This is an optimization exercise on Yosys and OpenROAD, whose aim is small area, not a production implementation. In this exercise RTL edits were held to simulation tests only and were not proved equivalent to the original.

==> design/flow/design.v <==
`timescale 1ns/10ps
package fill_rect_pkg;
    typedef logic [15:0] coord_t;
    typedef logic [11:0] rgb_t;
    localparam int CMD_BYTES = 11;
    localparam logic [1:0] REG_FB_BASE = 2'd0;
    localparam logic [1:0] REG_STRIDE  = 2'd1;
    localparam logic [1:0] REG_CLIP    = 2'd2;
    localparam logic [1:0] REG_COUNT   = 2'd3;
endpackage
`timescale 1ns/10ps
module cmd_fifo #(
    parameter int FIFO_DEPTH = 16
) (
    input  logic       clk,
    input  logic       rst_,
    input  logic       wr_valid,
    input  logic [7:0] wr_data,
    output logic       wr_ready,
    output logic       cmd_fifo_rts,
    output logic [7:0] cmd_fifo_data,
    input  logic       cmd_fifo_rtr
);
    localparam int PTR_W = $clog2(FIFO_DEPTH);
    logic [7:0]     mem [FIFO_DEPTH];
    logic [PTR_W:0] wr_ptr;
    logic [PTR_W:0] rd_ptr;
    logic           full;
    logic           push;
    logic           pop;
    assign full = (wr_ptr[PTR_W] != rd_ptr[PTR_W]) &&
                  (wr_ptr[PTR_W-1:0] == rd_ptr[PTR_W-1:0]);
    assign wr_ready      = !full;
    assign cmd_fifo_rts  = (wr_ptr != rd_ptr);
    assign cmd_fifo_data = mem[rd_ptr[PTR_W-1:0]];
    assign push = wr_valid && wr_ready;
    assign pop  = cmd_fifo_rts && cmd_fifo_rtr;
    always_ff @(posedge clk or negedge rst_)
    begin
        if (!rst_)
        begin
            wr_ptr <= '0;
            rd_ptr <= '0;
        end
        else
        begin
            if (push)
                wr_ptr <= wr_ptr + 1'b1;
            if (pop)
                rd_ptr <= rd_ptr + 1'b1;
        end
    end
    always_ff @(posedge clk)
    begin
        if (push)
            mem[wr_ptr[PTR_W-1:0]] <= wr_data;
    end
endmodule
`timescale 1ns/10ps
module fill_rect_decode_engine (
    input  logic                 clk,
    input  logic                 rst_,
    input  logic                 data_gen_is_idle,
    output logic                 dec_eng_has_data,
    output logic                 cmd_fifo_rtr,
    input  logic                 cmd_fifo_rts,
    input  logic [7:0]           cmd_fifo_data,
    output fill_rect_pkg::coord_t cmd_data_origx,
    output fill_rect_pkg::coord_t cmd_data_origy,
    output fill_rect_pkg::coord_t cmd_data_wid,
    output fill_rect_pkg::coord_t cmd_data_hgt,
    output fill_rect_pkg::rgb_t   cmd_data_rgb,
    output logic                 addr_start_strobe
);
    typedef enum logic [3:0] {
        ST_IDLE,
        ST_ORIGX_HI,
        ST_ORIGX_LO,
        ST_ORIGY_HI,
        ST_ORIGY_LO,
        ST_WID_HI,
        ST_WID_LO,
        ST_HGT_HI,
        ST_HGT_LO,
        ST_R,
        ST_G,
        ST_B
    } dec_state_t;
    dec_state_t dec_state;
    logic       pop;
    logic [3:0] rval;
    logic [3:0] gval;
    logic [3:0] byte_cnt;
    assign cmd_fifo_rtr      = (dec_state != ST_IDLE);
    assign pop               = cmd_fifo_rtr && cmd_fifo_rts;
    assign dec_eng_has_data  = (dec_state == ST_G) || (dec_state == ST_B);
    assign addr_start_strobe = (dec_state == ST_B) && cmd_fifo_rts;
    assign cmd_data_rgb = {rval, gval, cmd_fifo_data[3:0]};
    always_ff @(posedge clk or negedge rst_)
    begin
        if (!rst_)
        begin
            dec_state <= ST_IDLE;
            byte_cnt  <= '0;
        end
        else
        begin
            if (dec_state == ST_IDLE)
            begin
                byte_cnt <= '0;
                if (cmd_fifo_rts && data_gen_is_idle)
                    dec_state <= ST_ORIGX_HI;
            end
            else if (pop)
            begin
                byte_cnt <= byte_cnt + 4'd1;
                if (dec_state == ST_B)
                    dec_state <= ST_IDLE;
                else
                    dec_state <= dec_state_t'(dec_state + 4'd1);
            end
        end
    end
    always_ff @(posedge clk)
    begin
        if (pop)
        begin
            case (dec_state)
                ST_ORIGX_HI: cmd_data_origx[15:8] <= cmd_fifo_data;
                ST_ORIGX_LO: cmd_data_origx[7:0]  <= cmd_fifo_data;
                ST_ORIGY_HI: cmd_data_origy[15:8] <= cmd_fifo_data;
                ST_ORIGY_LO: cmd_data_origy[7:0]  <= cmd_fifo_data;
                ST_WID_HI:   cmd_data_wid[15:8]   <= cmd_fifo_data;
                ST_WID_LO:   cmd_data_wid[7:0]    <= cmd_fifo_data;
                ST_HGT_HI:   cmd_data_hgt[15:8]   <= cmd_fifo_data;
                ST_HGT_LO:   cmd_data_hgt[7:0]    <= cmd_fifo_data;
                ST_R:        rval                 <= cmd_fifo_data[3:0];
                ST_G:        gval                 <= cmd_fifo_data[3:0];
                default:     ;
            endcase
        end
    end
endmodule
`timescale 1ns/10ps
module fill_rect_pixel_gen #(
    parameter int ADDR_W = 24
) (
    input  logic                  clk,
    input  logic                  rst_,
    input  logic                  addr_start_strobe,
    input  fill_rect_pkg::coord_t cmd_data_origx,
    input  fill_rect_pkg::coord_t cmd_data_origy,
    input  fill_rect_pkg::coord_t cmd_data_wid,
    input  fill_rect_pkg::coord_t cmd_data_hgt,
    input  fill_rect_pkg::rgb_t   cmd_data_rgb,
    input  logic [ADDR_W-1:0]     fb_base,
    input  fill_rect_pkg::coord_t stride,
    input  fill_rect_pkg::coord_t clip_w,
    input  fill_rect_pkg::coord_t clip_h,
    output logic                  data_gen_is_idle,
    output logic                  rect_done,
    output logic                  pix_valid,
    input  logic                  pix_ready,
    output logic [ADDR_W-1:0]     pix_addr,
    output fill_rect_pkg::rgb_t   pix_rgb
);
    logic              active;
    fill_rect_pkg::coord_t            col;
    fill_rect_pkg::coord_t            row;
    fill_rect_pkg::coord_t            origx_q;
    fill_rect_pkg::coord_t            origy_q;
    fill_rect_pkg::coord_t            wid_q;
    fill_rect_pkg::coord_t            hgt_q;
    fill_rect_pkg::coord_t            stride_q;
    fill_rect_pkg::coord_t            clip_w_q;
    fill_rect_pkg::coord_t            clip_h_q;
    fill_rect_pkg::rgb_t              rgb_q;
    logic [ADDR_W-1:0] row_addr;
    logic [31:0]       org_prod;
    logic [16:0]       pos_x;
    logic [16:0]       pos_y;
    logic              empty;
    logic              in_clip;
    logic              row_end;
    logic              last_pos;
    logic              advance;
    assign org_prod = 32'(cmd_data_origy) * 32'(stride);
    assign empty    = (wid_q == '0) || (hgt_q == '0);
    assign pos_x    = {1'b0, origx_q} + {1'b0, col};
    assign pos_y    = {1'b0, origy_q} + {1'b0, row};
    assign in_clip  = (pos_x < {1'b0, clip_w_q}) && (pos_y < {1'b0, clip_h_q});
    assign row_end  = (col == wid_q - 16'd1);
    assign last_pos = empty || (row_end && row == hgt_q - 16'd1);
    assign pix_valid        = active && !empty && in_clip;
    assign advance          = active && (!pix_valid || pix_ready);
    assign pix_addr         = row_addr + ADDR_W'(col);
    assign pix_rgb          = rgb_q;
    assign data_gen_is_idle = !active;
    always_ff @(posedge clk or negedge rst_)
    begin
        if (!rst_)
        begin
            active    <= 1'b0;
            rect_done <= 1'b0;
            col       <= '0;
            row       <= '0;
        end
        else
        begin
            rect_done <= 1'b0;
            if (addr_start_strobe)
            begin
                active <= 1'b1;
                col    <= '0;
                row    <= '0;
            end
            else if (advance)
            begin
                if (last_pos)
                begin
                    active    <= 1'b0;
                    rect_done <= 1'b1;
                end
                else if (row_end)
                begin
                    col <= '0;
                    row <= row + 16'd1;
                end
                else
                    col <= col + 16'd1;
            end
        end
    end
    always_ff @(posedge clk)
    begin
        if (addr_start_strobe)
        begin
            origx_q  <= cmd_data_origx;
            origy_q  <= cmd_data_origy;
            wid_q    <= cmd_data_wid;
            hgt_q    <= cmd_data_hgt;
            rgb_q    <= cmd_data_rgb;
            stride_q <= stride;
            clip_w_q <= clip_w;
            clip_h_q <= clip_h;
            row_addr <= fb_base + ADDR_W'(org_prod) + ADDR_W'(cmd_data_origx);
        end
        else if (advance && !last_pos && row_end)
            row_addr <= row_addr + ADDR_W'(stride_q);
    end
endmodule
`timescale 1ns/10ps
module fb_config_regs #(
    parameter int ADDR_W = 24
) (
    input  logic                  clk,
    input  logic                  rst_,
    input  logic                  cfg_wr,
    input  logic [1:0]            cfg_addr,
    input  logic [31:0]           cfg_wdata,
    output logic [31:0]           cfg_rdata,
    output logic [ADDR_W-1:0]     fb_base,
    output fill_rect_pkg::coord_t stride,
    output fill_rect_pkg::coord_t clip_w,
    output fill_rect_pkg::coord_t clip_h,
    input  logic                  rect_done,
    input  logic                  data_gen_is_idle,
    input  logic                  dec_eng_has_data,
    output logic                  busy
);
    logic [31:0] done_count;
    always_ff @(posedge clk or negedge rst_)
    begin
        if (!rst_)
        begin
            fb_base    <= '0;
            stride     <= '0;
            clip_w     <= '0;
            clip_h     <= '0;
            done_count <= '0;
        end
        else
        begin
            if (cfg_wr)
            begin
                case (cfg_addr)
                    fill_rect_pkg::REG_FB_BASE: fb_base <= cfg_wdata[ADDR_W-1:0];
                    fill_rect_pkg::REG_STRIDE:  stride  <= cfg_wdata[15:0];
                    fill_rect_pkg::REG_CLIP:
                    begin
                        clip_w <= cfg_wdata[31:16];
                        clip_h <= cfg_wdata[15:0];
                    end
                    default:     ;
                endcase
            end
            if (rect_done)
                done_count <= done_count + 32'd1;
        end
    end
    always_comb
    begin
        case (cfg_addr)
            fill_rect_pkg::REG_FB_BASE: cfg_rdata = 32'(fb_base);
            fill_rect_pkg::REG_STRIDE:  cfg_rdata = {16'd0, stride};
            fill_rect_pkg::REG_CLIP:    cfg_rdata = {clip_w, clip_h};
            default:     cfg_rdata = done_count;
        endcase
    end
    assign busy = !data_gen_is_idle || dec_eng_has_data;
endmodule
`timescale 1ns/10ps
module fill_rect_top #(
    parameter int ADDR_W     = 24,
    parameter int FIFO_DEPTH = 16
) (
    input  logic                clk,
    input  logic                rst_,
    input  logic                cmd_valid,
    input  logic [7:0]          cmd_data,
    output logic                cmd_ready,
    input  logic                cfg_wr,
    input  logic [1:0]          cfg_addr,
    input  logic [31:0]         cfg_wdata,
    output logic [31:0]         cfg_rdata,
    output logic                busy,
    output logic                pix_valid,
    input  logic                pix_ready,
    output logic [ADDR_W-1:0]   pix_addr,
    output fill_rect_pkg::rgb_t pix_rgb
);
    logic              cmd_fifo_rts;
    logic              cmd_fifo_rtr;
    logic [7:0]        cmd_fifo_data;
    logic              data_gen_is_idle;
    logic              dec_eng_has_data;
    logic              addr_start_strobe;
    logic              rect_done;
    fill_rect_pkg::coord_t            cmd_data_origx;
    fill_rect_pkg::coord_t            cmd_data_origy;
    fill_rect_pkg::coord_t            cmd_data_wid;
    fill_rect_pkg::coord_t            cmd_data_hgt;
    fill_rect_pkg::rgb_t              cmd_data_rgb;
    logic [ADDR_W-1:0] fb_base;
    fill_rect_pkg::coord_t            stride;
    fill_rect_pkg::coord_t            clip_w;
    fill_rect_pkg::coord_t            clip_h;
    cmd_fifo #(
        .FIFO_DEPTH (FIFO_DEPTH)
    ) u_cmd_fifo (
        .clk           (clk),
        .rst_          (rst_),
        .wr_valid      (cmd_valid),
        .wr_data       (cmd_data),
        .wr_ready      (cmd_ready),
        .cmd_fifo_rts  (cmd_fifo_rts),
        .cmd_fifo_data (cmd_fifo_data),
        .cmd_fifo_rtr  (cmd_fifo_rtr)
    );
    fill_rect_decode_engine u_decode (
        .clk               (clk),
        .rst_              (rst_),
        .data_gen_is_idle  (data_gen_is_idle),
        .dec_eng_has_data  (dec_eng_has_data),
        .cmd_fifo_rtr      (cmd_fifo_rtr),
        .cmd_fifo_rts      (cmd_fifo_rts),
        .cmd_fifo_data     (cmd_fifo_data),
        .cmd_data_origx    (cmd_data_origx),
        .cmd_data_origy    (cmd_data_origy),
        .cmd_data_wid      (cmd_data_wid),
        .cmd_data_hgt      (cmd_data_hgt),
        .cmd_data_rgb      (cmd_data_rgb),
        .addr_start_strobe (addr_start_strobe)
    );
    fill_rect_pixel_gen #(
        .ADDR_W (ADDR_W)
    ) u_pixel_gen (
        .clk               (clk),
        .rst_              (rst_),
        .addr_start_strobe (addr_start_strobe),
        .cmd_data_origx    (cmd_data_origx),
        .cmd_data_origy    (cmd_data_origy),
        .cmd_data_wid      (cmd_data_wid),
        .cmd_data_hgt      (cmd_data_hgt),
        .cmd_data_rgb      (cmd_data_rgb),
        .fb_base           (fb_base),
        .stride            (stride),
        .clip_w            (clip_w),
        .clip_h            (clip_h),
        .data_gen_is_idle  (data_gen_is_idle),
        .rect_done         (rect_done),
        .pix_valid         (pix_valid),
        .pix_ready         (pix_ready),
        .pix_addr          (pix_addr),
        .pix_rgb           (pix_rgb)
    );
    fb_config_regs #(
        .ADDR_W (ADDR_W)
    ) u_config_regs (
        .clk              (clk),
        .rst_             (rst_),
        .cfg_wr           (cfg_wr),
        .cfg_addr         (cfg_addr),
        .cfg_wdata        (cfg_wdata),
        .cfg_rdata        (cfg_rdata),
        .fb_base          (fb_base),
        .stride           (stride),
        .clip_w           (clip_w),
        .clip_h           (clip_h),
        .rect_done        (rect_done),
        .data_gen_is_idle (data_gen_is_idle),
        .dec_eng_has_data (dec_eng_has_data),
        .busy             (busy)
    );
endmodule
==> design/flow/run.sh <==
#!/bin/bash
# synth_recipe.tcl (not shown) runs the flow's synth.tcl, then flattens the netlist and writes it again
# the make line also repeats each setting of config.mk as NAME=value (left out here)
make -C /OpenROAD-flow-scripts/flow DESIGN_CONFIG=/design/flow/config.mk WORK_HOME=/design/flow/orfs CLKGATE_MAP_FILE= SYNTH_SCRIPT=/design/flow/synth_recipe.tcl finish
==> design/flow/config.mk <==
export PLATFORM = sky130hd
export DESIGN_NAME = fill_rect_top
export DESIGN_NICKNAME = fill_rect_top
export VERILOG_FILES = /design/flow/design.v
export SDC_FILE = /design/flow/constraint.sdc
export NUM_CORES = 4
export LEC_CHECK = 0
export CAP_MARGIN = 20
export CORE_MARGIN = 2
export CORE_UTILIZATION = 40
export SLEW_MARGIN = 20
==> design/flow/constraint.sdc <==
create_clock -name core_clock -period 10.0 [get_ports {clk}]
set_input_delay 2.0000 -clock core_clock [delete_from_list [all_inputs] [get_ports {clk}]]
set_output_delay 2.0000 -clock core_clock [all_outputs]
set_load 0.01 [all_outputs]
==> run notes <==
Tot GR Track Use - 20.11%
Critical Path RT - 8.00 ns
reg2reg start - u_decode.cmd_data_origy[1]
Min-Delay Endpoint - u_pixel_gen.hgt_q[12]
Post-Syn Instances - 2768
Max Freq - 126.2 MHz
R2R depth - 18
Synth top cells by count - inv_1 (391), edfxtp_1 (348), nand2_1 (236)
worst reg2reg setup slack - 3.09 ns
fin. max-slew vios - 0
min Tclk post-route - 7.921 ns
# Post-CTS Setup Buffers - 0
vias in the first global route - 21380
CTS tree - yes
clock buffer count from CTS - 54
fin nets - 3312
RePlAce Congestion - 0.8814
Clock Path Buffers - 3
CP Max Fanout - 7
Max Clock Skew - 0.05492 ns
syn_nets - 3204
Avg Cell Area, Syn - 11.68 µm²
share of cells above drive strength 1 - 9.209%
clock-pin slew on the worst setup and hold paths - 0.06 ns
final period utilization - 79.21%
Initial DRC Count - 1804
Vias - 20960
Worst Setup End Kind - primary output
Layout area overhead - 12.60%
post-synthesis cell area - 0.03232 mm²
flops & latches, synth - 500
max cap viols - 0
dpl ws - 2.784 ns
Critical Path AT - 5.92 ns
Final Hold Fails - 0
# H-tree levels - 2
Cell Count, Final, Fillers Out - 3981
final setup fails - 0
initial antenna violation count - 6
wire per inst - 20.73 µm
Yosys cell types - 89
Routed Wire Length - 82510 µm
Final ANT Viol Nets - 0
Setup WS post-layout - 2.079 ns
root buf cell - clkbuf_16
critical path, cell by cell - ha_1 -> a21o_1 -> a21oi_1 -> o21bai_1 -> a2111oi_0 -> o31ai_1 -> o41ai_1 -> o21ai_0 -> a21oi_1 -> xnor2_1 -> ha_1 -> nor4_1 -> o21ai_0 -> a2111oi_1 -> o21ai_2 -> or3_1 -> a211oi_1 -> clkdlybuf4s50_1
die height - 288.2 µm
Rows - 104
TNS Setup - 0 ns
CP max stage delay - 0.65 ns
clk sinks - 500
worst skew pair latency - 0.66 ns
first-pass GRT wire length - 127000 µm
Hold Startpoint - u_decode.cmd_data_hgt[12]
I/O Buffers - 117
CORE AREA - 0.08029 mm²
RSZ-0062 raised after global routing - false
DR pass1 iterations - 5
grt ovf - 0
CP startpoint - u_pixel_gen.row[1]
Yosys top cell by area - edfxtp_1
die area - 0.08308 mm²
most common cell in the netlist - inv_1
hold depth - 0
outcome - no timing/DRC/antenna violations
Post-DP HPWL - 62220 µm
post_cts resized - 0
WS Path Type - flip-flop to primary output
Yosys Warn Count - 4
cts hold-fix bufs - 0
io pins - 118
Ant. Diodes - 0
sequential area share after synthesis - 44.11%
# placed instances - 3880
final hold slack - 0.4179 ns
Remaining DRCs - 0
die width - 288.2 µm
Synth top area share - 32.34%
RR Endpoint - u_pixel_gen.row_addr[21]
Least-Margin Pin Slew - 1.107 ns
most used flip-flop cell after synthesis - edfxtp_1
Startpoint Class - flip-flop
CP max stage cell - clkdlybuf4s50_1
Hold WC Path Type - flip-flop to flip-flop
Post-synth EDFFs - 348
Post-synth ARST share - 30.40%
Initial Util - 40.25%
Synth area leaders - edfxtp_1 (32%), fa_1 (13%), dfrtp_1 (12%)
Slew headroom - 26.20%
vias per inst - 5.265
largest net degree at the start of global routing - 97
registers in the layout, indices dropped and copies added, names as in the netlist, 24 cells and up:
name and count:
u_pixel_gen.row_addr 24, u_config_regs.done_count 32, u_config_regs.fb_base 24, u_cmd_fifo.mem 128
metrics by stage:
step                cell area, µm²  util (%)
floorplan                    32320         -
global placement             34590     43.09
detailed placement           34590     43.09
CTS                          36390     45.32
global route                 36390     45.32
finish                       36390     45.32
area by class of cell:
cell class	instances	area, µm²
Clock buffer	64	1429
Clock inverter	37	367.9
Fill cell	7243	43900
Inverter	392	1476
Multi-Input combinational cell	1794	16250
Sequential cell	500	14250
Tap cell	1060	1326
Timing Repair Buffer	134	1290
kinds of logic after synthesis:
| kind of cell | after synthesis | share of synthesized area, % |
|---|---|---|
| flops | 500 | 44.11 |
| compound gates | 326 | 6.512 |
| simple gates | 751 | 11.89 |
| xor+xnor | 185 | 5.014 |
| fa+ha+maj | 389 | 19.94 |
| buf+inv | 474 | 5.676 |
| mux | 143 | 6.868 |
critical path: cells and delay by family (launching register included):
| kind | cells | cell delay (ns) |
|---|---|---|
| flops | 1 | 0.47 |
| fa+ha+maj | 2 | 0.49 |
| compound gates | 12 | 3.03 |
| xor+xnor | 1 | 0.10 |
| simple gates | 2 | 0.57 |
| buf+inv | 1 | 0.65 |
layer usage:
layer	wire (µm)	track usage, %	vias up
li1	-	-	9639
met3	5391	4.305	136
met4	3142	7.992	8
met2	37030	30.92	611
met5	51	0	-
met1	36900	27.88	10560
layout by cell type, fill, tap and decap left out, types with 114 or more instances in the layout:
master	count
nand2_1	236
fa_1	210
nor2_1	123
dfrtp_1	151
xnor2_1	122
ha_1	179
inv_1	391
edfxtp_1	348
clkdlybuf4s50_1	114
and2_1	137
how the worst max path moves through the flow:
stage                end  cells past startpoint
5_1_grt        pix_valid                     18
6_report       pix_valid                     18
4_1_cts        pix_valid                     18
2_1_floorplan  pix_valid                     17
3_5_place_dp   pix_valid                     18
3_3_place_gp   pix_valid                     18

## what the ideal ports hide
No port has a modelled driver above. Below, the same layout with a new extraction and two added sets of constraints.
Step 1 (the two cells are an assumption about what drives the block):
set clk [get_ports {clk}]
set_driving_cell -lib_cell sky130_fd_sc_hd__clkbuf_16 $clk
set_driving_cell -lib_cell sky130_fd_sc_hd__buf_2 [delete_from_list [all_inputs] $clk]
Step 2 moves the port delays by t, midway between the first and last clock arrival at a register: inputs arrive t later, outputs are due t later. That takes back most of the time a late clock gives input paths.
Slacks: ideal / step 1 / step 2; pairs: ideal / step 1.
t, ns: 0.696
slack for setup (ns): 2.079 / 2.010 / 2.706
hold WS [ns]: 0.418 / 0.418 / 0.418
worst setup path after step 2: register to output
pins driven straight from the clock port: 1
After both steps this run still meets setup and hold. For this run, drivers alone change the setup slack by -0.069 ns; drivers and shift together by +0.627 ns.
